This design comes from an exercise in tuning for small area, a short achievable clock period and few clock cycles on the open sky130 flow, not from production work. No run shown here included a check of the RTL's function; only the layout flow was run. Power and IR drop assume default switching activity.

### design/flow/flow/run.sh
#!/bin/bash
set -euo pipefail
MARGIN=$(cat flow/margin.txt)
sed -E "s/ SETUP_SLACK_MARGIN=[^ ]*//; s/CLKGATE_MAP_FILE= /CLKGATE_MAP_FILE= SETUP_SLACK_MARGIN=$MARGIN /" standard.sh > standard_margin.sh
grep -q "SETUP_SLACK_MARGIN=$MARGIN " standard_margin.sh
bash standard_margin.sh synth > make_synth.log 2>&1
bash standard_margin.sh finish > make_finish.log 2>&1
test -s out/final.def
### design/flow/flow/margin.txt
7
### design/flow/design.v
`timescale 1ns / 1ps
`default_nettype none
package rctw_pkg;
  localparam int IN_TDATA_W  = 160;
  localparam int OUT_TDATA_W = 64;
  localparam int OUT_TUSER_W = 4;
  localparam int CFG_IDX_W   = 3;
  localparam int CFG_DATA_W  = 24;
  localparam int POS_W = 25;
  localparam logic [1:0] REGION_SKY   = 2'd0;
  localparam logic [1:0] REGION_WALL  = 2'd1;
  localparam logic [1:0] REGION_FLOOR = 2'd2;
endpackage
`default_nettype wire
`timescale 1ns / 1ps
`default_nettype none
module rctw_div (
  input  logic                      clk,
  input  logic                      rst_n,
  input  logic                      start,
  input  logic [8:0]                tex_width,
  input  logic [15:0]               line_height,
  input  logic [10:0]               draw_start,    
  input  logic [10:0]               half_height,   
  input  logic                      advance,       
  output logic                      busy,
  output logic                      busy_nxt,
  output logic                      prime,
  output logic [rctw_pkg::POS_W-1:0] position
);
  localparam int PW = rctw_pkg::POS_W;
  logic [4:0]    cnt_r;     
  logic [15:0]   div_r;
  logic [15:0]   rem_r;
  logic [PW-1:0] quo_r;     
  logic [16:0]   off_r;
  logic [PW-1:0] pos_r;
  logic [16:0]   trial;
  logic [16:0]   diff;
  logic          fits;
  logic [PW-1:0] add_a;
  logic [PW-1:0] add_b;
  logic [PW-1:0] pos_sum;
  assign busy  = (cnt_r != 5'd0);
  assign busy_nxt = start || (busy && (cnt_r != 5'd27));
  assign prime    = (cnt_r == 5'd27);
  assign trial = {rem_r, quo_r[PW-1]};
  assign diff  = trial - {1'b0, div_r};
  assign fits  = ~diff[16];
  logic horner;
  assign horner  = busy && !prime;
  assign add_a   = horner ? {pos_r[PW-2:0], 1'b0} : pos_r;
  assign add_b   = horner ? (quo_r[0] ? {{(PW-17){off_r[16]}}, off_r} : '0) : quo_r;
  assign pos_sum = add_a + add_b;
  always_ff @(posedge clk) begin
    if (!rst_n) begin
      cnt_r <= '0;
      quo_r <= '0;
      pos_r <= '0;
    end else if (start) begin
      cnt_r <= 5'd1;
      quo_r <= {tex_width, 16'd0};
      pos_r <= '0;
    end else if (busy) begin
      cnt_r <= prime ? 5'd0 : cnt_r + 5'd1;
      if (cnt_r <= 5'd25) begin
        quo_r <= {quo_r[PW-2:0], fits};
      end
      pos_r <= pos_sum;
    end else if (advance) begin
      pos_r <= pos_sum;
    end
  end
  always_ff @(posedge clk) begin
    if (start) begin
      div_r <= (line_height == 16'd0) ? 16'd1 : line_height;
      rem_r <= '0;
    end else if (busy && (cnt_r <= 5'd25)) begin
      rem_r <= fits ? diff[15:0] : trial[15:0];
    end
    if (busy && (cnt_r == 5'd1)) begin
      off_r <= {6'd0, draw_start} - {6'd0, half_height} + {2'd0, div_r[15:1]};
    end
  end
  assign position = pos_r;
endmodule
`default_nettype wire
`timescale 1ns / 1ps
`default_nettype none
module rctw_ctrl (
  input  logic        clk,
  input  logic        rst_n,
  input  logic        start,
  input  logic [23:0] perp,
  input  logic [17:0] dir,
  input  logic [15:0] pos_lo,
  input  logic [8:0]  tex_width,
  input  logic        mirror,
  input  logic        cnt_load,
  input  logic [11:0] cnt_value,
  input  logic        cnt_dec,
  output logic        cnt_one,
  output logic        busy,
  output logic        busy_nxt,
  output logic [7:0]  tex_col
);
  logic [5:0]  st_r;       
  logic [23:0] a_r;
  logic [23:0] m_r;
  logic [17:0] q_r;
  logic [15:0] f_r;
  logic [8:0]  tw_r;
  logic        mir_r;
  logic        ph_mul;
  logic        ph_frac;
  logic        ph_col;
  logic        ph_mirr;
  logic        bit_en;
  logic        sub;
  logic [23:0] opnd;
  logic [24:0] sum;
  logic [15:0] f_sum;
  assign busy    = (st_r != 6'd0);
  assign busy_nxt = start || (busy && (st_r != 6'd36));
  assign ph_mul  = (st_r >= 6'd1) && (st_r <= 6'd18);
  assign ph_frac = (st_r == 6'd19);
  assign ph_col  = (st_r >= 6'd20) && (st_r <= 6'd35);
  assign ph_mirr = (st_r == 6'd36);
  assign sub    = (st_r == 6'd18) || ph_mirr;
  assign bit_en = ph_mul ? q_r[0] : ph_col ? f_r[0] : ph_mirr;
  assign opnd   = bit_en ? (m_r ^ {24{sub}}) : 24'd0;
  assign sum    = {1'b0, a_r} + {1'b0, opnd} + {24'd0, bit_en & sub};
  assign f_sum   = f_r + (busy ? {a_r[13:0], q_r[17:16]} : 16'hFFFF);
  assign cnt_one = (f_r == 16'd1);
  always_ff @(posedge clk) begin
    if (!rst_n) begin
      st_r     <= '0;
      a_r[7:0] <= '0;
    end else if (start) begin
      st_r     <= 6'd1;
      a_r[7:0] <= '0;
    end else if (busy) begin
      st_r <= (st_r == 6'd36) ? 6'd0 : st_r + 6'd1;
      if (ph_mul || ph_col) begin
        a_r[7:0] <= sum[8:1];
      end else if (ph_frac) begin
        a_r[7:0] <= '0;
      end else if (mir_r) begin
        a_r[7:0] <= ~sum[7:0];
      end
    end
  end
  always_ff @(posedge clk) begin
    if (start) begin
      a_r[23:8] <= '0;
      m_r       <= perp;
      q_r       <= dir;
      f_r       <= pos_lo;
      tw_r      <= tex_width;
      mir_r     <= mirror;
    end else if (busy) begin
      if (ph_mul || ph_col) begin
        a_r[23:8] <= sum[24:9];
      end else if (ph_frac) begin
        a_r[23:8] <= '0;
      end
      if (ph_mul) begin
        q_r <= {sum[0], q_r[17:1]};
      end
      if (ph_frac) begin
        f_r <= f_sum;
        m_r <= {15'd0, tw_r};
      end else if (ph_col) begin
        f_r <= {1'b0, f_r[15:1]};
      end
    end else if (cnt_load) begin
      f_r <= {4'd0, cnt_value};
    end else if (cnt_dec) begin
      f_r <= f_sum;
    end
  end
  assign tex_col = a_r[7:0];
endmodule
`default_nettype wire
`timescale 1ns / 1ps
`default_nettype none
module rctw_datapath (
  input  logic                            clk,
  input  logic                            rst_n,
  input  logic                            cfg_we,
  input  logic [rctw_pkg::CFG_IDX_W-1:0]  cfg_index,
  input  logic [rctw_pkg::CFG_DATA_W-1:0] cfg_data,
  input  logic                            in_tvalid,
  input  logic                            in_tuser,
  input  logic [rctw_pkg::IN_TDATA_W-1:0] in_tdata,
  output logic                            in_tready,
  output logic                            out_valid,
  input  logic                            out_ready,
  output logic [21:0]                     pixel_addr,
  output logic [15:0]                     texel_index,
  output logic [23:0]                     flat_color,
  output logic [1:0]                      region,
  output logic [1:0]                      texture_id,
  output logic                            last_row
);
  logic [8:0]  tex_width_r;
  logic [8:0]  hmask_r;         
  logic [11:0] screen_width_r;
  logic [11:0] screen_height_r;
  logic [23:0] sky_color_r;
  logic [23:0] floor_color_r;
  logic        sw_write;
  assign sw_write = cfg_we && (cfg_index == 3'd2);
  always_ff @(posedge clk) begin
    if (!rst_n) begin
      tex_width_r     <= 9'd64;
      hmask_r         <= 9'd63;
      screen_width_r  <= 12'd640;
      screen_height_r <= 12'd480;
      sky_color_r     <= '0;
      floor_color_r   <= '0;
    end else if (cfg_we) begin
      case (cfg_index)
        3'd0: tex_width_r     <= cfg_data[8:0];
        3'd1: hmask_r         <= cfg_data[8:0] - 9'd1;
        3'd2: screen_width_r  <= cfg_data[11:0];
        3'd3: screen_height_r <= cfg_data[11:0];
        3'd4: sky_color_r     <= cfg_data;
        3'd5: floor_color_r   <= cfg_data;
        default: ;
      endcase
    end
  end
  logic in_tready_r;
  logic col_acc;
  logic row_acc;
  assign in_tready = in_tready_r;
  assign col_acc   = in_tvalid && in_tready_r && !in_tuser;
  assign row_acc   = in_tvalid && in_tready_r && in_tuser;
  logic [10:0] column_r;
  logic [10:0] ds_r;
  logic [10:0] de_r;
  logic [1:0]  tsel_r;
  logic [11:0] rc_r;
  logic        side;
  logic        rdx_neg;
  logic        rdy_neg;
  assign side    = in_tdata[115];
  assign rdx_neg = in_tdata[72];
  assign rdy_neg = in_tdata[90];
  logic       busy_a;
  logic       busy_b;
  logic       busy_a_nxt;
  logic       busy_b_nxt;
  logic [7:0] tex_col;
  logic [24:0] tex_pos;
  logic       cnt_load;
  logic       cnt_dec;
  logic       cnt_one;
  logic       advance;
  logic       prime;
  rctw_ctrl u_col (
    .clk       (clk),
    .rst_n     (rst_n),
    .start     (col_acc),
    .perp      (in_tdata[114:91]),
    .dir       (side ? in_tdata[72:55] : in_tdata[90:73]),
    .pos_lo    (side ? in_tdata[26:11] : in_tdata[48:33]),
    .tex_width (tex_width_r),
    .mirror    (side ? rdy_neg : !rdx_neg),
    .cnt_load  (cnt_load),
    .cnt_value (rc_r),
    .cnt_dec   (cnt_dec),
    .cnt_one   (cnt_one),
    .busy      (busy_a),
    .busy_nxt  (busy_a_nxt),
    .tex_col   (tex_col)
  );
  rctw_div u_step (
    .clk         (clk),
    .rst_n       (rst_n),
    .start       (col_acc),
    .tex_width   (tex_width_r),
    .line_height (in_tdata[131:116]),
    .draw_start  (ds_r),
    .half_height (screen_height_r[11:1]),
    .advance     (advance),
    .busy        (busy_b),
    .busy_nxt    (busy_b_nxt),
    .prime       (prime),
    .position    (tex_pos)
  );
  logic        active;
  logic        is_sky;
  logic        is_wall;
  logic [11:0] rc_inc;
  logic        wall_inc;
  logic [15:0] texel;
  assign rc_inc     = rc_r + 12'd1;
  assign active     = !rc_r[11] && (rc_r < screen_height_r);
  assign is_sky     = rc_r < {1'b0, ds_r};
  assign is_wall    = !is_sky && (rc_r <= {1'b0, de_r});
  assign wall_inc   = (rc_inc >= {1'b0, ds_r}) && (rc_inc <= {1'b0, de_r});
  logic [15:0] cs_s_r;
  logic [15:0] cs_c_r;
  logic [8:0]  u_r;
  logic        tex_dirty_r;
  logic        reprime;
  logic        cs_load;
  logic [8:0]  u_raw;
  logic [8:0]  u;
  logic [15:0] pp [9];
  logic [15:0] l1s [3];
  logic [15:0] l1c [3];
  logic [15:0] l2s [2];
  logic [15:0] l2c [2];
  logic [15:0] l3s, l3c, l4s, l4c;
  logic [31:0] t1 [3];
  logic [31:0] t2 [2];
  logic [31:0] t3, t4;
  function automatic logic [31:0] csa(input logic [15:0] a, input logic [15:0] b,
                                      input logic [15:0] c);
    logic [15:0] sm;
    logic [15:0] cy;
    sm = a ^ b ^ c;
    cy = (a & b) | (a & c) | (b & c);
    csa = {sm, cy[14:0], 1'b0};
  endfunction
  assign u_raw = reprime ? u_r : tex_pos[24:16];
  assign u     = u_raw & hmask_r;
  always_comb begin
    for (int i = 0; i < 9; i++) begin
      pp[i] = u[i] ? (16'(tex_width_r) << i) : 16'd0;
    end
    for (int i = 0; i < 3; i++) begin
      t1[i]  = csa(pp[3*i], pp[3*i+1], pp[3*i+2]);
      l1s[i] = t1[i][31:16];
      l1c[i] = t1[i][15:0];
    end
    t2[0]  = csa(l1s[0], l1c[0], l1s[1]);
    t2[1]  = csa(l1c[1], l1s[2], l1c[2]);
    l2s[0] = t2[0][31:16];
    l2c[0] = t2[0][15:0];
    l2s[1] = t2[1][31:16];
    l2c[1] = t2[1][15:0];
    t3     = csa(l2s[0], l2c[0], l2s[1]);
    l3s    = t3[31:16];
    l3c    = t3[15:0];
    t4     = csa(l3s, l3c, l2c[1]);
    l4s    = t4[31:16];
    l4c    = t4[15:0];
  end
  assign texel = cs_s_r + cs_c_r + {8'd0, tex_col};
  logic        held_r;       
  logic        dirty_r;      
  logic        ff_r;         
  logic        o_valid_r;
  logic [21:0] o_addr_r;
  logic [15:0] o_texel_r;
  logic [23:0] o_flat_r;
  logic        o_wall_r;
  logic        o_floor_r;
  logic [1:0]  o_tsel_r;
  logic        o_last_r;
  logic        want;
  logic        can_gen;
  logic        fire;
  logic        held_nxt;
  logic        busy_nxt;
  logic        busy;
  logic        stall_nxt;
  logic        ff_step;
  logic        ff_begin;
  logic        ff_done;
  logic        rc_zero;
  assign rc_zero  = (rc_r == 12'd0);
  assign want     = (held_r || row_acc) && active;
  assign can_gen  = (!o_valid_r || out_ready) && !dirty_r && !tex_dirty_r
                 && !(is_wall && busy);
  assign fire     = want && can_gen;
  assign held_nxt = want && !can_gen;
  assign advance  = fire && is_wall;
  assign ff_begin = dirty_r && !ff_r && !busy_a && !col_acc;
  assign ff_step  = ff_r && !cnt_one && !col_acc;
  assign ff_done  = ff_r && cnt_one;
  assign cnt_load = ff_begin;
  assign cnt_dec  = ff_step;
  assign busy_nxt = busy_a_nxt || busy_b_nxt;
  assign busy     = busy_a || busy_b;
  always_comb begin
    if (col_acc) begin
      stall_nxt = (in_tdata[142:132] == 11'd0);
    end else if (fire) begin
      stall_nxt = busy_nxt && wall_inc;
    end else begin
      stall_nxt = busy_nxt && is_wall;
    end
  end
  always_ff @(posedge clk) begin
    if (!rst_n) begin
      in_tready_r <= 1'b1;
      held_r      <= 1'b0;
      dirty_r     <= 1'b0;
      ff_r        <= 1'b0;
      o_valid_r   <= 1'b0;
      column_r    <= '0;
      ds_r        <= '0;
      de_r        <= '0;
      tsel_r      <= '0;
      rc_r        <= '0;
    end else begin
      in_tready_r <= !held_nxt && !stall_nxt;
      held_r      <= held_nxt;
      if (fire) begin
        o_valid_r <= 1'b1;
      end else if (out_ready) begin
        o_valid_r <= 1'b0;
      end
      if (col_acc) begin
        column_r <= in_tdata[10:0];
        ds_r     <= in_tdata[142:132];
        de_r     <= in_tdata[153:143];
        tsel_r   <= side ? {1'b0, !rdy_neg} : {1'b1, !rdx_neg};
        rc_r     <= '0;
      end else if (fire) begin
        rc_r     <= rc_inc;
      end
      if (sw_write) begin
        dirty_r <= 1'b1;
      end else if (col_acc || (ff_begin && rc_zero) || ff_done) begin
        dirty_r <= 1'b0;
      end
      if (col_acc || ff_done || sw_write) begin
        ff_r <= 1'b0;
      end else if (ff_begin && !rc_zero) begin
        ff_r <= 1'b1;
      end
    end
  end
  assign reprime = tex_dirty_r && !busy_b;
  assign cs_load = advance || prime || reprime;
  always_ff @(posedge clk) begin
    if (!rst_n) begin
      tex_dirty_r <= 1'b0;
      cs_s_r      <= '0;
      cs_c_r      <= '0;
      u_r         <= '0;
    end else begin
      if (cfg_we && (cfg_index[2:1] == 2'd0)) begin
        tex_dirty_r <= 1'b1;
      end else if (reprime || prime) begin
        tex_dirty_r <= 1'b0;
      end
      if (cs_load) begin
        cs_s_r <= l4s;
        cs_c_r <= l4c;
        u_r    <= u_raw;
      end
    end
  end
  always_ff @(posedge clk) begin
    if (fire) begin
      o_addr_r  <= rc_zero ? {11'd0, column_r} : o_addr_r + {10'd0, screen_width_r};
      o_texel_r <= is_wall ? texel : 16'd0;
      o_flat_r  <= is_sky ? sky_color_r : is_wall ? 24'd0 : floor_color_r;
      o_wall_r  <= is_wall;
      o_floor_r <= !is_sky && !is_wall;
      o_tsel_r  <= tsel_r;
      o_last_r  <= ({1'b0, rc_inc} == {1'b0, screen_height_r});
    end else if (ff_begin && !rc_zero) begin
      o_addr_r  <= {11'd0, column_r};
    end else if (ff_step) begin
      o_addr_r  <= o_addr_r + {10'd0, screen_width_r};
    end
  end
  assign out_valid   = o_valid_r;
  assign pixel_addr  = o_addr_r;
  assign texel_index = o_texel_r;
  assign flat_color  = o_flat_r;
  assign region      = {o_floor_r, o_wall_r};
  assign texture_id  = o_tsel_r;
  assign last_row    = o_last_r;
endmodule
`default_nettype wire
`timescale 1ns / 1ps
`default_nettype none
module raycast_column_texture_walker_core #(
  parameter int FRAC_BITS = 16
) (
  input  logic                             clk,
  input  logic                             rst_n,
  input  logic                             cfg_valid,
  output logic                             cfg_ready,
  input  logic [rctw_pkg::CFG_IDX_W-1:0]   cfg_index,
  input  logic [rctw_pkg::CFG_DATA_W-1:0]  cfg_data,
  input  logic                             in_tvalid,
  output logic                             in_tready,
  input  logic [rctw_pkg::IN_TDATA_W-1:0]  in_tdata,
  input  logic                             in_tuser,
  output logic                             out_tvalid,
  input  logic                             out_tready,
  output logic [rctw_pkg::OUT_TDATA_W-1:0] out_tdata,
  output logic [rctw_pkg::OUT_TUSER_W-1:0] out_tuser,
  output logic                             out_tlast
);
  logic [21:0] pixel_addr;
  logic [15:0] texel_index;
  logic [23:0] flat_color;
  logic [1:0]  region;
  logic [1:0]  texture_id;
  assign cfg_ready = 1'b1;
  rctw_datapath u_dp (
    .clk         (clk),
    .rst_n       (rst_n),
    .cfg_we      (cfg_valid),
    .cfg_index   (cfg_index),
    .cfg_data    (cfg_data),
    .in_tvalid   (in_tvalid),
    .in_tuser    (in_tuser),
    .in_tdata    (in_tdata),
    .in_tready   (in_tready),
    .out_valid   (out_tvalid),
    .out_ready   (out_tready),
    .pixel_addr  (pixel_addr),
    .texel_index (texel_index),
    .flat_color  (flat_color),
    .region      (region),
    .texture_id  (texture_id),
    .last_row    (out_tlast)
  );
  assign out_tdata = {2'd0, flat_color, texel_index, pixel_addr};
  assign out_tuser = {texture_id, region};
endmodule
`default_nettype wire
### design/flow/config.mk
export PLATFORM = sky130hd
export DESIGN_NAME = raycast_column_texture_walker_core
export DESIGN_NICKNAME = raycast_column_texture_walker_core
export VERILOG_FILES = /design/flow/design.v
export SDC_FILE = /design/flow/constraint.sdc
export NUM_CORES = 4
export LEC_CHECK = 0
export CAP_MARGIN = 20
export CORE_MARGIN = 2
export CORE_UTILIZATION = 60
export SLEW_MARGIN = 20
### design/flow/standard.sh
#!/bin/bash
# synth_recipe.tcl (not shown) runs the flow's synth.tcl, then flattens the netlist and writes it again
# the make line also repeats each setting of config.mk as NAME=value (left out here)
make -C /OpenROAD-flow-scripts/flow DESIGN_CONFIG=/design/flow/config.mk WORK_HOME=/design/flow/orfs CLKGATE_MAP_FILE= SYNTH_SCRIPT=/design/flow/synth_recipe.tcl "${@:-finish}"
### design/flow/constraint.sdc
create_clock -name core_clock -period 10.0 [get_ports {clk}]
set_input_delay 2.0000 -clock core_clock [delete_from_list [all_inputs] [get_ports {clk}]]
set_output_delay 2.0000 -clock core_clock [all_outputs]
set_load 0.01 [all_outputs]
==> impl_metrics.xml, run 1 <==
<?xml version="1.0" encoding="UTF-8"?>
<metrics>
  <group name="outcome">
    <metric name="run_status" unit="">finished clean</metric>
  </group>
  <group name="grt">
    <metric name="grt_use_met1" unit="">0.452</metric>
    <metric name="grt.met2_usage" unit="">0.613</metric>
    <metric name="met3_usage" unit="">0.0622</metric>
    <metric name="grt_busiest_layer" unit="">met2</metric>
    <metric name="grt_first_pass_wirelength" unit="um">144000</metric>
    <metric name="pin_count_of_the_biggest_net_entering_global_routing" unit="">70</metric>
    <metric name="groute.usage.overall" unit="">0.367</metric>
    <metric name="grt_pass1_vias" unit="">26800</metric>
    <metric name="grt_antenna_before_repair" unit="">2</metric>
    <metric name="overflow" unit="">0</metric>
  </group>
  <group name="clock_tree">
    <metric name="cts_tree" unit="">built</metric>
    <metric name="cts.htree.levels" unit="">2</metric>
    <metric name="cts_made_buffers" unit="">51</metric>
    <metric name="cts.sink_count" unit="">448</metric>
    <metric name="clk-insertion-delay-late" unit="ps">630</metric>
    <metric name="max-clock-path-buffers" unit="">3</metric>
    <metric name="clock_tree.root_cell" unit="">sky130_fd_sc_hd__clkbuf_16</metric>
    <metric name="path_clk_slew" unit="ps">70</metric>
  </group>
  <group name="place">
    <metric name="dp_worst_setup_slack" unit="ps">4550</metric>
    <metric name="port-buffer-count" unit="">243</metric>
    <metric name="gpl.final_weighted_congestion" unit="">0.920</metric>
    <metric name="place.detailed.hpwl" unit="um">54700</metric>
  </group>
  <group name="routing">
    <metric name="via_per_inst" unit="">6.46</metric>
    <metric name="wl" unit="um">109000</metric>
    <metric name="post_drt_wl_per_cell" unit="um">24.8</metric>
    <metric name="drt_iter0_drc" unit="">3105</metric>
    <metric name="antenna_violating_nets_post_route" unit="">0</metric>
    <metric name="detail_route.first_pass.iterations" unit="">8</metric>
    <metric name="drc" unit="">0</metric>
    <metric name="routed-via-count" unit="">28500</metric>
  </group>
  <group name="critical_path">
    <metric name="cp_data_required_time" unit="ps">10490</metric>
    <metric name="worst_setup_path_start_kind" unit="">flop</metric>
    <metric name="crit_type" unit="">reg2reg</metric>
    <metric name="timing.critical_path.arrival" unit="ps">4820</metric>
    <metric name="r2r_setup_slack" unit="ps">5670</metric>
    <metric name="r2r-start" unit="">u_dp.u_col.st_r[1]</metric>
    <metric name="critical_path.max_fanout" unit="">4</metric>
    <metric name="critPathCaptureType" unit="">flop</metric>
    <metric name="crit_path_launch" unit="">u_dp.u_col.st_r[1]</metric>
  </group>
  <group name="synthesis">
    <metric name="dominantRegCellSynth" unit="">sky130_fd_sc_hd__dfxtp_1</metric>
    <metric name="synth.avg_cell_area" unit="um2">8.86</metric>
    <metric name="syn_inst" unit="">3244</metric>
    <metric name="ys_top_cells_by_area" unit="">sky130_fd_sc_hd__dfxtp_1, sky130_fd_sc_hd__edfxtp_1, sky130_fd_sc_hd__ha_1</metric>
    <metric name="synth.yosys.seq_area_share" unit="">0.371</metric>
    <metric name="yosys_reg_bits" unit="">448</metric>
    <metric name="synth.yosys.warnings" unit="">10</metric>
    <metric name="post_synth_edffs" unit="">168</metric>
    <metric name="synth_cell_types" unit="">85</metric>
    <metric name="synth_largest_type_area_fraction" unit="">0.195</metric>
    <metric name="synthDominantAreaCellType" unit="">sky130_fd_sc_hd__dfxtp_1</metric>
    <metric name="syn_area" unit="mm2">0.0287</metric>
    <metric name="synth_async_sr_flop_share" unit="">0</metric>
  </group>
  <group name="final_layout">
    <metric name="antenna_cells_inserted" unit="">0</metric>
    <metric name="layout.cells.most_common" unit="">sky130_fd_sc_hd__nand2_1</metric>
    <metric name="nNetsFinal" unit="">4234</metric>
    <metric name="multi_input_area" unit="mm2">0.0201</metric>
    <metric name="final_cell_mix" unit="">sky130_fd_sc_hd__nand2_1, sky130_fd_sc_hd__dfxtp_1, sky130_fd_sc_hd__buf_4</metric>
    <metric name="filler_cell_count" unit="">2480</metric>
    <metric name="post-route-util" unit="">0.853</metric>
    <metric name="flow.area_growth_from_synthesis" unit="%">41.2</metric>
    <metric name="post_route_cells_drive_above_1_share" unit="">0.295</metric>
    <metric name="regArea" unit="mm2">0.0107</metric>
  </group>
  <group name="die">
    <metric name="floorplan.rows" unit="">80</metric>
    <metric name="floorplan.core_area" unit="mm2">0.0475</metric>
    <metric name="die-area" unit="mm2">0.0497</metric>
    <metric name="floorplan.initialDensity" unit="">0.604</metric>
    <metric name="die_width" unit="um">223</metric>
    <metric name="die_h" unit="um">223</metric>
    <metric name="pin_count" unit="">265</metric>
  </group>
  <group name="sta">
    <metric name="post-route-min-period" unit="ps">4330</metric>
    <metric name="max_transition_viols_final" unit="">0</metric>
    <metric name="final-hold-violation-count" unit="">0</metric>
    <metric name="setup_tns_final" unit="ps">0</metric>
    <metric name="clock.fmax" unit="GHz">0.231</metric>
    <metric name="setup_viol" unit="">0</metric>
    <metric name="slew_at_the_pin_closest_to_its_max_slew_limit" unit="ps">1220</metric>
    <metric name="worst_slack" unit="ps">5670</metric>
    <metric name="relative_max_transition_margin" unit="">0.185</metric>
    <metric name="grt_setup_unrepaired" unit="">yes</metric>
    <metric name="layout_worst_path_cycle_share" unit="">0.433</metric>
    <metric name="fin_skew" unit="ps">31.2</metric>
  </group>
  <group name="pwr">
    <metric name="power" unit="W">0.00822</metric>
    <metric name="static_power_due_to_leakage" unit="nW">16.9</metric>
    <metric name="vdd_ir_drop_max" unit="mV">0.144</metric>
    <metric name="pwr_density_cell" unit="mW/mm2">203</metric>
  </group>
  <group name="flow_run">
    <metric name="drv.max_cap_violation_count" unit="">0</metric>
  </group>
  <group name="min_path">
    <metric name="worstHoldStart" unit="">u_dp.tsel_r[1]</metric>
    <metric name="timing.hold.worst.class" unit="">reg2reg</metric>
  </group>
</metrics>
==> per-layer routing <==
metal / up-vias / wire length (um)
met5: - / 13
met4: 2 / 8340
met3: 626 / 11800
met2: 1860 / 50700
met1: 13700 / 38600
li1: 12300 / -
==> cell usage after synthesis, drive strengths merged (15+ instances only) <==
cell type / n
o21ai: 125
a31oi: 15
buf: 34
o211ai: 27
fa: 62
nand2: 634
nor3: 53
and2: 74
clkbuf: 142
mux2i: 84
a211oi: 25
a21boi: 122
nor2: 165
nor2b: 60
o21bai: 18
a22o: 26
or3: 22
a21oi: 171
xor2: 60
nand3: 82
and3: 21
a21o: 46
nand2b: 40
xnor2: 126
dfxtp: 280
ha: 225
edfxtp: 168
o21a: 22
inv: 143
==> final cells by class <==
class	instances	share of cell area
multi-input cells	2491	0.496
flip-flops and latches	448	0.264
repair buffers	613	0.159
clock buffers	74	0.0374
well taps	615	0.0190
inverters	144	0.0142
clock inverters	22	0.00725
repair inverters	5	0.00231
==> sequential cells by signal (all words and copies together), names as in the netlist, 18 cells and up <==
name / flops
u_dp.u_col.a_r: 24
u_dp.u_col.q_r: 18
u_dp.u_step.quo_r: 25
u_dp.u_step.pos_r: 25
u_dp.o_addr_r: 22
u_dp.sky_color_r: 24
u_dp.floor_color_r: 24
u_dp.u_col.m_r: 24
u_dp.o_flat_r: 24
==> cell families after synthesis <==
| group | Yosys count | synth area share |
|---|---|---|
| AND/OR/NAND/NOR | 1214 | 0.191 |
| multiplexers | 85 | 0.0297 |
| adder cells (fa/ha/maj) | 287 | 0.141 |
| XOR/XNOR | 186 | 0.0567 |
| flip-flops | 448 | 0.371 |
| AO/OA/AOI/OAI | 702 | 0.166 |
| buffers and inverters | 320 | 0.0444 |
| other | 2 | 0.000261 |
==> worst max-delay path: stages (launching register included) <==
cell and delay (ps):
sky130_fd_sc_hd__dfxtp_4 360, sky130_fd_sc_hd__inv_4 70, sky130_fd_sc_hd__ha_4 150, sky130_fd_sc_hd__nand2b_4 60
sky130_fd_sc_hd__or3_4 330, sky130_fd_sc_hd__o211a_1 250, sky130_fd_sc_hd__a311oi_4 300, sky130_fd_sc_hd__buf_12 180
sky130_fd_sc_hd__nor2b_1 70, sky130_fd_sc_hd__fa_2 380, sky130_fd_sc_hd__fa_2 410, sky130_fd_sc_hd__a211oi_2 260
sky130_fd_sc_hd__o21bai_1 130, sky130_fd_sc_hd__a21oi_2 190, sky130_fd_sc_hd__a221o_1 230, sky130_fd_sc_hd__a31oi_4 140
sky130_fd_sc_hd__a211o_1 340, sky130_fd_sc_hd__a21oi_2 140, sky130_fd_sc_hd__or4b_1 130, sky130_fd_sc_hd__nand3_1 70
==> power by group <==
part	internal [W]	switching [W]
clock network	0.00121	0.000829
registers	0.00220	0.000234
logic	0.00175	0.00199
total	0.00516	0.00306
==> what timing repair did <==
item	4_1_cts	5_1_grt
pin swaps	152	232
setup buffers	193	126
hold buffers	0	0
setup endpoints to repair	605	418
cloned	32	18
gates resized for setup	692	370
endpoints found under the hold margin	0	0
==> per-stage QoR <==
stage / cells / hold slack, ps / area, um2
4_1_cts: 4268 / 429 / 37700
6_report: 4412 / 441 / 40600
2_1_floorplan: 3245 / 406 / 30100
3_3_place_gp: 3947 / 415 / 32300
3_5_place_dp: 3947 / 415 / 32300
5_1_grt: 4412 / 460 / 40600
==> worst paths after layout <==
kind | endpoint | cells after the start
min | u_dp.o_tsel_r[1] | 0
max | u_dp.u_col.a_r[17] | 19
max reg2reg | u_dp.u_col.a_r[17] | 19
min reg2reg | u_dp.o_tsel_r[1] | 0
==> run 2, diff against run 1 <==
--- a/design/flow/design.v
+++ b/design/flow/design.v
@@ -37,2 +37,6 @@
   logic [PW-1:0] pos_r;
+  logic          ph_sum;
+  logic          ph_sub;
+  logic          ph_div;
+  logic          horner;
   logic [16:0]   trial;
@@ -43,5 +47,7 @@
   logic [PW-1:0] pos_sum;
-  assign busy  = (cnt_r != 5'd0);
-  assign busy_nxt = start || (busy && (cnt_r != 5'd27));
-  assign prime    = (cnt_r == 5'd27);
+  logic [4:0] cnt_nxt;
+  logic       ph_off;
+  assign busy     = (cnt_r != 5'd0);
+  assign cnt_nxt  = start ? 5'd1 : (!busy || prime) ? 5'd0 : cnt_r + 5'd1;
+  assign busy_nxt = (cnt_nxt != 5'd0);
   assign trial = {rem_r, quo_r[PW-1]};
@@ -49,23 +55,44 @@
   assign fits  = ~diff[16];
-  logic horner;
-  assign horner  = busy && !prime;
-  assign add_a   = horner ? {pos_r[PW-2:0], 1'b0} : pos_r;
-  assign add_b   = horner ? (quo_r[0] ? {{(PW-17){off_r[16]}}, off_r} : '0) : quo_r;
-  assign pos_sum = add_a + add_b;
+  always_comb begin
+    if (ph_sum) begin
+      add_a = {14'd0, draw_start};
+      add_b = {10'd0, div_r[15:1]};    
+    end else if (ph_sub) begin
+      add_a = pos_r;
+      add_b = ~{14'd0, half_height};
+    end else if (horner) begin
+      add_a = {pos_r[PW-2:0], 1'b0};
+      add_b = quo_r[0] ? {{(PW-17){off_r[16]}}, off_r} : '0;
+    end else begin
+      add_a = pos_r;
+      add_b = quo_r;
+    end
+  end
+  assign pos_sum = add_a + add_b + {{(PW-1){1'b0}}, ph_sub};
   always_ff @(posedge clk) begin
     if (!rst_n) begin
-      cnt_r <= '0;
-      quo_r <= '0;
-      pos_r <= '0;
-    end else if (start) begin
-      cnt_r <= 5'd1;
+      cnt_r  <= '0;
+      ph_sum <= 1'b0;
+      ph_sub <= 1'b0;
+      ph_off <= 1'b0;
+      ph_div <= 1'b0;
+      horner <= 1'b0;
+      prime  <= 1'b0;
+    end else begin
+      cnt_r  <= cnt_nxt;
+      ph_sum <= (cnt_nxt == 5'd1);
+      ph_sub <= (cnt_nxt == 5'd2);
+      ph_off <= (cnt_nxt == 5'd3);
+      ph_div <= (cnt_nxt >= 5'd3) && (cnt_nxt <= 5'd27);
+      horner <= (cnt_nxt >= 5'd3) && (cnt_nxt <= 5'd28);
+      prime  <= (cnt_nxt == 5'd29);
+    end
+  end
+  always_ff @(posedge clk) begin
+    if (start) begin
       quo_r <= {tex_width, 16'd0};
-      pos_r <= '0;
-    end else if (busy) begin
-      cnt_r <= prime ? 5'd0 : cnt_r + 5'd1;
-      if (cnt_r <= 5'd25) begin
-        quo_r <= {quo_r[PW-2:0], fits};
-      end
-      pos_r <= pos_sum;
-    end else if (advance) begin
+    end else if (ph_div) begin
+      quo_r <= {quo_r[PW-2:0], fits};
+    end
+    if (busy || advance) begin
       pos_r <= pos_sum;
@@ -77,7 +104,7 @@
       rem_r <= '0;
-    end else if (busy && (cnt_r <= 5'd25)) begin
+    end else if (ph_div) begin
       rem_r <= fits ? diff[15:0] : trial[15:0];
     end
-    if (busy && (cnt_r == 5'd1)) begin
-      off_r <= {6'd0, draw_start} - {6'd0, half_height} + {2'd0, div_r[15:1]};
+    if (ph_off) begin
+      off_r <= pos_r[16:0];
     end
@@ -113,6 +140,8 @@
   logic        mir_r;
-  logic        ph_mul;
-  logic        ph_frac;
-  logic        ph_col;
-  logic        ph_mirr;
+  logic [5:0]  st_nxt;
+  logic        ph_mul_r;
+  logic        ph_last_r;    
+  logic        ph_frac_r;
+  logic        ph_col_r;
+  logic        ph_mirr_r;
   logic        bit_en;
@@ -122,10 +151,24 @@
   logic [15:0] f_sum;
-  assign busy    = (st_r != 6'd0);
-  assign busy_nxt = start || (busy && (st_r != 6'd36));
-  assign ph_mul  = (st_r >= 6'd1) && (st_r <= 6'd18);
-  assign ph_frac = (st_r == 6'd19);
-  assign ph_col  = (st_r >= 6'd20) && (st_r <= 6'd35);
-  assign ph_mirr = (st_r == 6'd36);
-  assign sub    = (st_r == 6'd18) || ph_mirr;
-  assign bit_en = ph_mul ? q_r[0] : ph_col ? f_r[0] : ph_mirr;
+  assign busy     = (st_r != 6'd0);
+  assign st_nxt   = start ? 6'd1 : (!busy || (st_r == 6'd36)) ? 6'd0 : st_r + 6'd1;
+  assign busy_nxt = (st_nxt != 6'd0);
+  always_ff @(posedge clk) begin
+    if (!rst_n) begin
+      st_r      <= '0;
+      ph_mul_r  <= 1'b0;
+      ph_last_r <= 1'b0;
+      ph_frac_r <= 1'b0;
+      ph_col_r  <= 1'b0;
+      ph_mirr_r <= 1'b0;
+    end else begin
+      st_r      <= st_nxt;
+      ph_mul_r  <= (st_nxt >= 6'd1) && (st_nxt <= 6'd18);
+      ph_last_r <= (st_nxt == 6'd18);
+      ph_frac_r <= (st_nxt == 6'd19);
+      ph_col_r  <= (st_nxt >= 6'd20) && (st_nxt <= 6'd35);
+      ph_mirr_r <= (st_nxt == 6'd36);
+    end
+  end
+  assign sub    = ph_last_r || ph_mirr_r;
+  assign bit_en = (ph_mul_r && q_r[0]) || (ph_col_r && f_r[0]) || ph_mirr_r;
   assign opnd   = bit_en ? (m_r ^ {24{sub}}) : 24'd0;
@@ -135,15 +178,10 @@
   always_ff @(posedge clk) begin
-    if (!rst_n) begin
-      st_r     <= '0;
-      a_r[7:0] <= '0;
-    end else if (start) begin
-      st_r     <= 6'd1;
+    if (start) begin
       a_r[7:0] <= '0;
     end else if (busy) begin
-      st_r <= (st_r == 6'd36) ? 6'd0 : st_r + 6'd1;
-      if (ph_mul || ph_col) begin
+      if (ph_mul_r || ph_col_r) begin
         a_r[7:0] <= sum[8:1];
-      end else if (ph_frac) begin
+      end else if (ph_frac_r) begin
         a_r[7:0] <= '0;
-      end else if (mir_r) begin
+      end else if (ph_mirr_r && mir_r) begin
         a_r[7:0] <= ~sum[7:0];
@@ -161,14 +199,14 @@
     end else if (busy) begin
-      if (ph_mul || ph_col) begin
+      if (ph_mul_r || ph_col_r) begin
         a_r[23:8] <= sum[24:9];
-      end else if (ph_frac) begin
+      end else if (ph_frac_r) begin
         a_r[23:8] <= '0;
       end
-      if (ph_mul) begin
+      if (ph_mul_r) begin
         q_r <= {sum[0], q_r[17:1]};
       end
-      if (ph_frac) begin
+      if (ph_frac_r) begin
         f_r <= f_sum;
         m_r <= {15'd0, tw_r};
-      end else if (ph_col) begin
+      end else if (ph_col_r) begin
         f_r <= {1'b0, f_r[15:1]};
@@ -307,2 +345,3 @@
   logic        tex_dirty_r;
+  logic        fresh_r;      
   logic        reprime;
@@ -311,11 +350,7 @@
   logic [8:0]  u;
-  logic [15:0] pp [9];
-  logic [15:0] l1s [3];
-  logic [15:0] l1c [3];
-  logic [15:0] l2s [2];
-  logic [15:0] l2c [2];
-  logic [15:0] l3s, l3c, l4s, l4c;
-  logic [31:0] t1 [3];
-  logic [31:0] t2 [2];
-  logic [31:0] t3, t4;
+  logic [10:0] tw3_r;        
+  logic        tex_wr_r;     
+  logic [15:0] pp [5];
+  logic [15:0] l1s, l1c, l2s, l2c, l3s, l3c;
+  logic [31:0] t1, t2, t3;
   function automatic logic [31:0] csa(input logic [15:0] a, input logic [15:0] b,
@@ -328,2 +363,14 @@
   endfunction
+  function automatic logic [15:0] pick(input logic [1:0] d, input logic [8:0] tw,
+                                       input logic [10:0] tw3);
+    case (d)
+      2'd0:    pick = 16'd0;
+      2'd1:    pick = {7'd0, tw};
+      2'd2:    pick = {6'd0, tw, 1'b0};
+      default: pick = {5'd0, tw3};
+    endcase
+  endfunction
+  always_ff @(posedge clk) begin
+    tw3_r <= {2'd0, tex_width_r} + {1'd0, tex_width_r, 1'b0};
+  end
   assign u_raw = reprime ? u_r : tex_pos[24:16];
@@ -331,22 +378,15 @@
   always_comb begin
-    for (int i = 0; i < 9; i++) begin
-      pp[i] = u[i] ? (16'(tex_width_r) << i) : 16'd0;
+    for (int i = 0; i < 4; i++) begin
+      pp[i] = pick(u[2*i+1 -: 2], tex_width_r, tw3_r) << (2 * i);
     end
-    for (int i = 0; i < 3; i++) begin
-      t1[i]  = csa(pp[3*i], pp[3*i+1], pp[3*i+2]);
-      l1s[i] = t1[i][31:16];
-      l1c[i] = t1[i][15:0];
-    end
-    t2[0]  = csa(l1s[0], l1c[0], l1s[1]);
-    t2[1]  = csa(l1c[1], l1s[2], l1c[2]);
-    l2s[0] = t2[0][31:16];
-    l2c[0] = t2[0][15:0];
-    l2s[1] = t2[1][31:16];
-    l2c[1] = t2[1][15:0];
-    t3     = csa(l2s[0], l2c[0], l2s[1]);
-    l3s    = t3[31:16];
-    l3c    = t3[15:0];
-    t4     = csa(l3s, l3c, l2c[1]);
-    l4s    = t4[31:16];
-    l4c    = t4[15:0];
+    pp[4] = u[8] ? {tex_width_r[7:0], 8'd0} : 16'd0;
+    t1  = csa(pp[0], pp[1], pp[2]);
+    l1s = t1[31:16];
+    l1c = t1[15:0];
+    t2  = csa(pp[3], pp[4], l1s);
+    l2s = t2[31:16];
+    l2c = t2[15:0];
+    t3  = csa(l1c, l2s, l2c);
+    l3s = t3[31:16];
+    l3c = t3[15:0];
   end
@@ -439,3 +479,3 @@
   end
-  assign reprime = tex_dirty_r && !busy_b;
+  assign reprime = tex_dirty_r && !tex_wr_r && !busy_b;
   assign cs_load = advance || prime || reprime;
@@ -444,15 +484,13 @@
       tex_dirty_r <= 1'b0;
-      cs_s_r      <= '0;
-      cs_c_r      <= '0;
-      u_r         <= '0;
+      tex_wr_r    <= 1'b0;
+      fresh_r     <= 1'b1;
     end else begin
+      tex_wr_r <= cfg_we && (cfg_index[2:1] == 2'd0);
       if (cfg_we && (cfg_index[2:1] == 2'd0)) begin
         tex_dirty_r <= 1'b1;
-      end else if (reprime || prime) begin
+      end else if (reprime) begin
         tex_dirty_r <= 1'b0;
       end
-      if (cs_load) begin
-        cs_s_r <= l4s;
-        cs_c_r <= l4c;
-        u_r    <= u_raw;
+      if (col_acc) begin
+        fresh_r <= 1'b0;
       end
@@ -461,5 +499,12 @@
   always_ff @(posedge clk) begin
+    if (cs_load) begin
+      cs_s_r <= l3s;
+      cs_c_r <= l3c;
+      u_r    <= u_raw;
+    end
+  end
+  always_ff @(posedge clk) begin
     if (fire) begin
       o_addr_r  <= rc_zero ? {11'd0, column_r} : o_addr_r + {10'd0, screen_width_r};
-      o_texel_r <= is_wall ? texel : 16'd0;
+      o_texel_r <= (is_wall && !fresh_r) ? texel : 16'd0;
       o_flat_r  <= is_sky ? sky_color_r : is_wall ? 24'd0 : floor_color_r;
==> design/flow/flow/margin.txt (replaced) <==
6.5
==> impl_metrics.xml, run 2 <==
<?xml version="1.0" encoding="UTF-8"?>
<metrics>
  <group name="sta">
    <metric name="setup_tns_final" unit="ps">0</metric>
    <metric name="setup_viol" unit="">0</metric>
    <metric name="layout_worst_path_cycle_share" unit="">0.368</metric>
    <metric name="slew_at_the_pin_closest_to_its_max_slew_limit" unit="ps">949</metric>
    <metric name="max_transition_viols_final" unit="">0</metric>
    <metric name="relative_max_transition_margin" unit="">0.366</metric>
    <metric name="clock.fmax" unit="GHz">0.272</metric>
    <metric name="post-route-min-period" unit="ps">3680</metric>
    <metric name="grt_setup_unrepaired" unit="">yes</metric>
    <metric name="fin_skew" unit="ps">17.5</metric>
    <metric name="final-hold-violation-count" unit="">0</metric>
    <metric name="worst_slack" unit="ps">6320</metric>
  </group>
  <group name="die">
    <metric name="pin_count" unit="">265</metric>
    <metric name="floorplan.core_area" unit="mm2">0.0466</metric>
    <metric name="die-area" unit="mm2">0.0489</metric>
    <metric name="die_width" unit="um">221</metric>
    <metric name="floorplan.rows" unit="">79</metric>
    <metric name="die_h" unit="um">221</metric>
    <metric name="floorplan.initialDensity" unit="">0.607</metric>
  </group>
  <group name="clock_tree">
    <metric name="clk-insertion-delay-late" unit="ps">610</metric>
    <metric name="cts.htree.levels" unit="">2</metric>
    <metric name="ctsHoldBuffers" unit="">0</metric>
    <metric name="path_clk_slew" unit="ps">60</metric>
    <metric name="max-clock-path-buffers" unit="">3</metric>
    <metric name="cts_tree" unit="">built</metric>
    <metric name="clock_tree.root_cell" unit="">sky130_fd_sc_hd__clkbuf_16</metric>
    <metric name="cts.sink_count" unit="">473</metric>
    <metric name="cts_made_buffers" unit="">51</metric>
  </group>
  <group name="synthesis">
    <metric name="post_synth_edffs" unit="">239</metric>
    <metric name="synth.yosys.seq_area_share" unit="">0.420</metric>
    <metric name="synth_largest_type_area_fraction" unit="">0.254</metric>
    <metric name="synth_cell_types" unit="">87</metric>
    <metric name="netlist_top_cells_count" unit="">sky130_fd_sc_hd__nand2_1, sky130_fd_sc_hd__edfxtp_1, sky130_fd_sc_hd__dfxtp_1</metric>
    <metric name="synth.yosys.warnings" unit="">4</metric>
    <metric name="yosysMostFrequentCell" unit="">sky130_fd_sc_hd__nand2_1</metric>
    <metric name="synthDominantAreaCellType" unit="">sky130_fd_sc_hd__edfxtp_1</metric>
    <metric name="ys_top_cells_by_area" unit="">sky130_fd_sc_hd__edfxtp_1, sky130_fd_sc_hd__dfxtp_1, sky130_fd_sc_hd__ha_1</metric>
    <metric name="synth_async_sr_flop_share" unit="">0</metric>
    <metric name="synth.avg_cell_area" unit="um2">9.38</metric>
    <metric name="syn_area" unit="mm2">0.0283</metric>
    <metric name="yosys_reg_bits" unit="">473</metric>
    <metric name="syn_inst" unit="">3013</metric>
    <metric name="dominantRegCellSynth" unit="">sky130_fd_sc_hd__edfxtp_1</metric>
  </group>
  <group name="pwr">
    <metric name="static_power_due_to_leakage" unit="nW">14.1</metric>
    <metric name="pwr_density_cell" unit="mW/mm2">179</metric>
    <metric name="vdd_ir_drop_max" unit="mV">0.175</metric>
  </group>
  <group name="routing">
    <metric name="post_drt_wl_per_cell" unit="um">20.2</metric>
    <metric name="via_per_inst" unit="">6.05</metric>
    <metric name="drt_iter0_drc" unit="">1997</metric>
    <metric name="routed-via-count" unit="">23800</metric>
    <metric name="detail_route.first_pass.iterations" unit="">7</metric>
    <metric name="drc" unit="">0</metric>
    <metric name="wl" unit="um">79500</metric>
    <metric name="antenna_violating_nets_post_route" unit="">0</metric>
  </group>
  <group name="final_layout">
    <metric name="flow.area_growth_from_synthesis" unit="%">22.9</metric>
    <metric name="layout.cells.most_common" unit="">sky130_fd_sc_hd__nand2_1</metric>
    <metric name="filler_cell_count" unit="">3332</metric>
    <metric name="finish.cell_count_without_fillers" unit="">3930</metric>
    <metric name="nNetsFinal" unit="">3702</metric>
    <metric name="final_cell_mix" unit="">sky130_fd_sc_hd__nand2_1, sky130_fd_sc_hd__edfxtp_1, sky130_fd_sc_hd__dfxtp_1</metric>
    <metric name="reg.largest.list" unit="">u_dp.u_step.pos_r x25, u_dp.u_step.quo_r x25</metric>
    <metric name="post_route_cells_drive_above_1_share" unit="">0.119</metric>
  </group>
  <group name="critical_path">
    <metric name="worst_setup_path_start_kind" unit="">flop</metric>
    <metric name="worst_path_largest_cell_delay" unit="ps">550</metric>
    <metric name="crit_path_top_delay_cell" unit="">sky130_fd_sc_hd__fa_1</metric>
    <metric name="cp_cell_sequence" unit="">inv_4, ha_4, nor4b_4, nand3b_1, buf_6, mux2i_2, nor2b_2, buf_6, mux2i_1, nor2_1, a21oi_2, fa_1, inv_2, fa_1, fa_2</metric>
    <metric name="cp.buffers_inverters" unit="">4</metric>
    <metric name="cp_data_required_time" unit="ps">10340</metric>
    <metric name="crit_type" unit="">reg2reg</metric>
    <metric name="critical_path.top_delay_family" unit="">adder cells</metric>
    <metric name="critical_path.max_fanout" unit="">8</metric>
    <metric name="timing.critical_path.arrival" unit="ps">4020</metric>
    <metric name="critPathCaptureType" unit="">flop</metric>
  </group>
  <group name="grt">
    <metric name="grt_antenna_before_repair" unit="">3</metric>
    <metric name="groute.usage.overall" unit="">0.311</metric>
    <metric name="pin_count_of_the_biggest_net_entering_global_routing" unit="">76</metric>
    <metric name="overflow" unit="">0</metric>
    <metric name="grt_first_pass_wirelength" unit="um">122000</metric>
    <metric name="grt_pass1_vias" unit="">22600</metric>
  </group>
  <group name="min_path">
    <metric name="timing.hold.worst.class" unit="">reg2reg</metric>
  </group>
  <group name="place">
    <metric name="dp_cells" unit="">3717</metric>
    <metric name="gpl.final_weighted_congestion" unit="">0.963</metric>
    <metric name="place.detailed.hpwl" unit="um">52200</metric>
    <metric name="port-buffer-count" unit="">243</metric>
    <metric name="dp_worst_setup_slack" unit="ps">4510</metric>
  </group>
  <group name="flow_run">
    <metric name="drv.max_cap_violation_count" unit="">0</metric>
  </group>
  <group name="outcome">
    <metric name="run_status" unit="">finished clean</metric>
  </group>
</metrics>
[run 2: worst register-to-register path, cell delays in order, from the launching register on]
cell	delay, ps
sky130_fd_sc_hd__dfxtp_4	350
sky130_fd_sc_hd__inv_4	60
sky130_fd_sc_hd__ha_4	110
sky130_fd_sc_hd__nor4b_4	220
sky130_fd_sc_hd__nand3b_1	150
sky130_fd_sc_hd__buf_6	180
sky130_fd_sc_hd__mux2i_2	170
sky130_fd_sc_hd__nor2b_2	160
sky130_fd_sc_hd__buf_6	160
sky130_fd_sc_hd__mux2i_1	80
sky130_fd_sc_hd__nor2_1	190
sky130_fd_sc_hd__a21oi_2	60
sky130_fd_sc_hd__fa_1	550
sky130_fd_sc_hd__inv_2	40
sky130_fd_sc_hd__fa_1	490
sky130_fd_sc_hd__fa_2	430
[run 2: power by group]
| part | switching (W) | internal (W) | total [W] |
|---|---|---|---|
| Clock | 0.000796 | 0.00120 | 0.00200 |
| Sequential | 0.000127 | 0.00228 | 0.00240 |
| Combinational | 0.00101 | 0.000826 | 0.00183 |
[run 2: cell type report]
| cell class | instances | area, um2 | area share |
|---|---|---|---|
| antenna | 3 | 7.51 | 0.000216 |
| clock inverter | 21 | 249 | 0.00716 |
| tap | 607 | 759 | 0.0219 |
| clock buffer | 75 | 1540 | 0.0444 |
| sequential | 473 | 11900 | 0.342 |
| multi-input combinational | 2237 | 16000 | 0.459 |
| timing repair inverter | 3 | 28.8 | 0.000828 |
| inverter | 135 | 543 | 0.0156 |
| timing repair buffer | 376 | 3780 | 0.109 |
[run 2: routing by layer]
| layer | track usage | wire [um] | vias to the layer above |
|---|---|---|---|
| li1 | - | - | 11200 |
| met3 | 0.0430 | 5420 | 188 |
| met5 | 0 | 0 | - |
| met4 | 0.109 | 2510 | 0 |
| met1 | 0.428 | 34300 | 11400 |
| met2 | 0.504 | 37200 | 930 |
[run 2: cells by family (layout without fill, tap and decap cells)]
logic type,after synthesis,in the layout,synth area share
buffers and inverters,309,610,0.0436
AO/OA/AOI/OAI,694,698,0.162
XOR/XNOR,175,175,0.0542
multiplexers,144,144,0.0525
other,2,6,0.000266
AND/OR/NAND/NOR,984,985,0.156
flip-flops,473,473,0.420
adder cells (fa/ha/maj),232,232,0.112
[run 2: timing repair]
| action | in CTS | in global routing |
|---|---|---|
| gates cloned | 13 | 4 |
| endpoints found under the setup margin | 469 | 203 |
| pin swaps | 41 | 56 |
| buffers inserted | 54 | 43 |
| endpoints found under the hold margin | 0 | 0 |
| resized for setup | 155 | 97 |
[run 2: worst paths after layout]
check / from / to / slack (ps) / cells after the start
hold / removal: u_dp.tsel_r[1] / u_dp.o_tsel_r[1] / 440 / 0
setup / recovery: u_dp.u_step.cnt_r[0] / u_dp.cs_s_r[8] / 6320 / 15
hold reg to reg: u_dp.tsel_r[1] / u_dp.o_tsel_r[1] / 440 / 0
setup reg to reg: u_dp.u_step.cnt_r[0] / u_dp.cs_s_r[8] / 6320 / 15
[run 2: stage by stage]
step | power (W) | instance area, um2 | utilization | hold slack (ps)
finish | 0.00623 | 34800 | 0.746 | 437
floorplan | 0.00351 | 28500 | - | 376
detailed placement | 0.00395 | 31100 | 0.669 | 420
global route | 0.00650 | 34800 | 0.746 | 438
CTS | 0.00609 | 33900 | 0.729 | 432
global placement | 0.00390 | 31100 | 0.669 | 416
==> run 3, diff against run 2 <==
--- a/design/flow/design.v
+++ b/design/flow/design.v
@@ -49,3 +49,4 @@
   logic       ph_off;
-  assign busy     = (cnt_r != 5'd0);
+  logic       busy_r;
+  assign busy     = busy_r;
   assign cnt_nxt  = start ? 5'd1 : (!busy || prime) ? 5'd0 : cnt_r + 5'd1;
@@ -70,3 +71,5 @@
   end
-  assign pos_sum = add_a + add_b + {{(PW-1){1'b0}}, ph_sub};
+  logic [PW:0] pos_x;
+  assign pos_x   = {add_a, 1'b1} + {add_b, ph_sub};
+  assign pos_sum = pos_x[PW:1];
   always_ff @(posedge clk) begin
@@ -74,2 +77,3 @@
       cnt_r  <= '0;
+      busy_r <= 1'b0;
       ph_sum <= 1'b0;
@@ -82,2 +86,3 @@
       cnt_r  <= cnt_nxt;
+      busy_r <= busy_nxt;
       ph_sum <= (cnt_nxt == 5'd1);
@@ -151,4 +156,5 @@
   logic [15:0] f_sum;
-  assign busy     = (st_r != 6'd0);
-  assign st_nxt   = start ? 6'd1 : (!busy || (st_r == 6'd36)) ? 6'd0 : st_r + 6'd1;
+  logic        busy_r;
+  assign busy     = busy_r;
+  assign st_nxt   = start ? 6'd1 : (!busy || ph_mirr_r) ? 6'd0 : st_r + 6'd1;
   assign busy_nxt = (st_nxt != 6'd0);
@@ -157,2 +163,3 @@
       st_r      <= '0;
+      busy_r    <= 1'b0;
       ph_mul_r  <= 1'b0;
@@ -164,2 +171,3 @@
       st_r      <= st_nxt;
+      busy_r    <= busy_nxt;
       ph_mul_r  <= (st_nxt >= 6'd1) && (st_nxt <= 6'd18);
@@ -174,3 +182,5 @@
   assign opnd   = bit_en ? (m_r ^ {24{sub}}) : 24'd0;
-  assign sum    = {1'b0, a_r} + {1'b0, opnd} + {24'd0, bit_en & sub};
+  logic [25:0] sum_x;
+  assign sum_x  = {1'b0, a_r, 1'b1} + {1'b0, opnd, bit_en & sub};
+  assign sum    = sum_x[25:1];
   assign f_sum   = f_r + (busy ? {a_r[13:0], q_r[17:16]} : 16'hFFFF);
==> impl_metrics.xml, run 3 <==
<?xml version="1.0" encoding="UTF-8"?>
<metrics>
  <group name="outcome">
    <metric name="run_status" unit="">finished clean</metric>
  </group>
  <group name="final_layout">
    <metric name="filler_cell_count" unit="">3298</metric>
    <metric name="finish.cell_count_without_fillers" unit="">3965</metric>
    <metric name="final_area" unit="mm2">0.0348</metric>
    <metric name="regArea" unit="mm2">0.0119</metric>
    <metric name="final_cell_mix" unit="">sky130_fd_sc_hd__nand2_1, sky130_fd_sc_hd__a21oi_1, sky130_fd_sc_hd__edfxtp_1</metric>
    <metric name="post_route_cells_drive_above_1_share" unit="">0.118</metric>
    <metric name="layout.cells.most_common" unit="">sky130_fd_sc_hd__nand2_1</metric>
    <metric name="multi_input_area" unit="mm2">0.0162</metric>
    <metric name="antenna_cells_inserted" unit="">0</metric>
    <metric name="nNetsFinal" unit="">3739</metric>
    <metric name="flow.area_growth_from_synthesis" unit="%">23.2</metric>
    <metric name="reg.largest.list" unit="">u_dp.u_step.pos_r x25, u_dp.u_step.quo_r x25</metric>
  </group>
  <group name="sta">
    <metric name="grt_setup_unrepaired" unit="">yes</metric>
    <metric name="clock.fmax" unit="GHz">0.279</metric>
    <metric name="relative_max_transition_margin" unit="">0.410</metric>
    <metric name="post-route-min-period" unit="ps">3590</metric>
    <metric name="setup_viol" unit="">0</metric>
    <metric name="setup_tns_final" unit="ps">0</metric>
    <metric name="fin_skew" unit="ps">24.8</metric>
    <metric name="layout_worst_path_cycle_share" unit="">0.359</metric>
    <metric name="slew_at_the_pin_closest_to_its_max_slew_limit" unit="ps">884</metric>
    <metric name="max_transition_viols_final" unit="">0</metric>
    <metric name="final-hold-violation-count" unit="">0</metric>
  </group>
  <group name="critical_path">
    <metric name="worst_path_largest_cell_delay" unit="ps">600</metric>
    <metric name="cp.buffers_inverters" unit="">4</metric>
    <metric name="critPathCaptureType" unit="">flop</metric>
    <metric name="critical_path.top_delay_family" unit="">adder cells</metric>
    <metric name="reg2regPathDepth" unit="">13</metric>
    <metric name="crit_path_top_delay_cell" unit="">sky130_fd_sc_hd__fa_1</metric>
    <metric name="timing.critical_path.arrival" unit="ps">3930</metric>
    <metric name="cp_data_required_time" unit="ps">10340</metric>
    <metric name="cp_cell_sequence" unit="">nor3b_4, buf_12, buf_6, mux2i_2, nor2b_1, buf_6, mux2i_1, nor2_1, a21oi_2, fa_1, inv_2, fa_2, fa_2</metric>
    <metric name="worst_setup_path_start_kind" unit="">flop</metric>
    <metric name="cp.depth" unit="">13</metric>
    <metric name="critical_path.max_fanout" unit="">8</metric>
    <metric name="crit_type" unit="">reg2reg</metric>
  </group>
  <group name="grt">
    <metric name="grt_antenna_before_repair" unit="">0</metric>
    <metric name="grt_pass1_vias" unit="">24100</metric>
    <metric name="grt_first_pass_wirelength" unit="um">132000</metric>
    <metric name="groute.usage.overall" unit="">0.338</metric>
    <metric name="pin_count_of_the_biggest_net_entering_global_routing" unit="">100</metric>
    <metric name="overflow" unit="">0</metric>
  </group>
  <group name="clock_tree">
    <metric name="cts.htree.levels" unit="">2</metric>
    <metric name="max-clock-path-buffers" unit="">3</metric>
    <metric name="cts_made_buffers" unit="">51</metric>
    <metric name="cts_tree" unit="">built</metric>
    <metric name="cts.sink_count" unit="">475</metric>
    <metric name="clk-insertion-delay-late" unit="ps">620</metric>
    <metric name="path_clk_slew" unit="ps">70</metric>
    <metric name="clock_tree.root_cell" unit="">sky130_fd_sc_hd__clkbuf_16</metric>
  </group>
  <group name="die">
    <metric name="floorplan.core_area" unit="mm2">0.0465</metric>
    <metric name="pin_count" unit="">265</metric>
    <metric name="die_h" unit="um">221</metric>
    <metric name="die_width" unit="um">221</metric>
    <metric name="floorplan.rows" unit="">79</metric>
    <metric name="floorplan.initialDensity" unit="">0.608</metric>
    <metric name="die-area" unit="mm2">0.0488</metric>
  </group>
  <group name="synthesis">
    <metric name="synth_cell_types" unit="">78</metric>
    <metric name="synth.avg_cell_area" unit="um2">9.27</metric>
    <metric name="netlist_top_cells_count" unit="">sky130_fd_sc_hd__nand2_1, sky130_fd_sc_hd__a21oi_1, sky130_fd_sc_hd__edfxtp_1</metric>
    <metric name="dominantRegCellSynth" unit="">sky130_fd_sc_hd__edfxtp_1</metric>
    <metric name="synthDominantAreaCellType" unit="">sky130_fd_sc_hd__edfxtp_1</metric>
    <metric name="synth_async_sr_flop_share" unit="">0</metric>
    <metric name="syn_inst" unit="">3048</metric>
    <metric name="yosysMostFrequentCell" unit="">sky130_fd_sc_hd__nand2_1</metric>
    <metric name="syn_area" unit="mm2">0.0282</metric>
    <metric name="synth_largest_type_area_fraction" unit="">0.254</metric>
    <metric name="synth.yosys.seq_area_share" unit="">0.421</metric>
    <metric name="yosys_reg_bits" unit="">475</metric>
    <metric name="post_synth_edffs" unit="">239</metric>
    <metric name="ys_top_cells_by_area" unit="">sky130_fd_sc_hd__edfxtp_1, sky130_fd_sc_hd__dfxtp_1, sky130_fd_sc_hd__ha_1</metric>
    <metric name="synth.yosys.warnings" unit="">4</metric>
  </group>
  <group name="place">
    <metric name="dp_cells" unit="">3745</metric>
    <metric name="gpl.final_weighted_congestion" unit="">0.906</metric>
    <metric name="post_dp_cell_area" unit="mm2">0.0311</metric>
    <metric name="place.detailed.hpwl" unit="um">55200</metric>
    <metric name="port-buffer-count" unit="">243</metric>
  </group>
  <group name="routing">
    <metric name="antenna_violating_nets_post_route" unit="">0</metric>
    <metric name="post_drt_wl_per_cell" unit="um">21.7</metric>
    <metric name="routed-via-count" unit="">24600</metric>
    <metric name="drt_iter0_drc" unit="">2507</metric>
    <metric name="wl" unit="um">86000</metric>
    <metric name="detail_route.first_pass.iterations" unit="">8</metric>
    <metric name="drc" unit="">0</metric>
    <metric name="via_per_inst" unit="">6.20</metric>
  </group>
  <group name="pwr">
    <metric name="static_power_due_to_leakage" unit="nW">14.1</metric>
    <metric name="vdd_ir_drop_max" unit="mV">0.161</metric>
    <metric name="power" unit="W">0.00587</metric>
    <metric name="pwr_density_cell" unit="mW/mm2">169</metric>
  </group>
  <group name="flow_run">
    <metric name="drv.max_cap_violation_count" unit="">0</metric>
  </group>
  <group name="min_path">
    <metric name="timing.hold.worst.class" unit="">reg2reg</metric>
    <metric name="min_delay_path_depth" unit="">0</metric>
  </group>
</metrics>
run 3: cell types whose count changed after synthesis, moves of 15 or more:
cell                       before  now
sky130_fd_sc_hd__xor2_1        92   77
sky130_fd_sc_hd__inv_1        133  111
sky130_fd_sc_hd__a21o_1        30   49
sky130_fd_sc_hd__a21oi_1      169  259
sky130_fd_sc_hd__a21boi_0     112    5
sky130_fd_sc_hd__nor2_1       200  216
sky130_fd_sc_hd__and3_1        22   44
run 3: timing repair:
item / 4_1_cts / 5_1_grt
setup endpoints to repair: 488 / 176
hold buffers: 0 / 0
pin swaps: 25 / 47
resized for setup: 165 / 106
buffers inserted: 49 / 51
cloned: 22 / 3
run 3: report_power, final:
group | internal [W] | switching, W
Sequential | 0.00226 | 0.000124
Clock | 0.00100 | 0.000802
Combinational | 0.000736 | 0.000942
Total | 0.00400 | 0.00187
run 3: final timing paths:
path                     from               end  slack [ps]
min            u_dp.tsel_r[0]  u_dp.o_tsel_r[0]         440
max          u_dp.tex_dirty_r    u_dp.cs_s_r[9]        6410
max reg2reg  u_dp.tex_dirty_r    u_dp.cs_s_r[9]        6410
min reg2reg    u_dp.tsel_r[0]  u_dp.o_tsel_r[0]         440
run 3: layout make-up:
type	count	area share
sequential	475	0.343
inverter	114	0.0136
timing repair buffer	376	0.111
tap	607	0.0218
clock inverter	20	0.00342
timing repair inverter	4	0.00155
multi-input combinational	2294	0.464
clock buffer	75	0.0416
run 3: cells by family (layout without fill, tap and decap cells):
kind of cell,Yosys count,count (layout),share of synthesized area
AOI/OAI and AO/OA,716,725,0.163
xor gates and xnor gates,158,158,0.0490
adders and majority gates,230,230,0.110
buffers and inverters,291,589,0.0398
DFF,475,475,0.421
muxes,143,143,0.0514
other,2,3,0.000266
and+or+nand+nor,1033,1035,0.165
run 3: per-stage QoR:
| stage | hold slack, ps | worst slack [ps] | utilization |
|---|---|---|---|
| 6_report | 438 | 6410 | 0.749 |
| 5_1_grt | 455 | 6310 | 0.749 |
| 4_1_cts | 440 | 6430 | 0.730 |
| 3_5_place_dp | 426 | 4460 | 0.669 |
| 3_3_place_gp | 414 | 4530 | 0.669 |
| 2_1_floorplan | 375 | 6450 | - |
run 3: routing by layer:
metal | vias to the layer above | wire, um | track usage | part of all wire
li1 | 11500 | - | - | -
met1 | 11900 | 34200 | 0.429 | 0.40
met2 | 1034 | 41900 | 0.573 | 0.49
met3 | 242 | 6110 | 0.0532 | 0.071
met4 | 0 | 3770 | 0.145 | 0.044
met5 | - | 0 | 0 | 0

## port drivers added, routing unchanged
No port has a modelled driver above. Below, the same layouts with a new extraction and two added sets of constraints. Step 1 (the two cells are an assumption about what drives the block):
set clk [get_ports {clk}]
set_driving_cell -lib_cell sky130_fd_sc_hd__clkbuf_16 $clk
set_driving_cell -lib_cell sky130_fd_sc_hd__buf_2 [delete_from_list [all_inputs] $clk]
Step 2 times the ports against the registers' clock, not the clock port: input delays grow and output delays shrink by t, the midpoint of the rising clock arrivals with the driver on. Slacks: ideal ports / drivers / drivers and shift; pairs: ideal ports / drivers.
run	t (ns)	setup WS [ns]	slew at the worst register clock pin (ns)
run 1	0.680	5.667 / 5.667 / 5.581	0.07 / 0.07
run 2	0.663	6.320 / 6.320 / 5.952	0.06 / 0.06
run 3	0.666	6.411 / 6.411 / 5.891	0.07 / 0.07
After both steps every run listed still meets setup and hold. The setup slack of run 3, which loses most, moves by 0.000 ns with the drivers and by -0.520 ns with both steps.
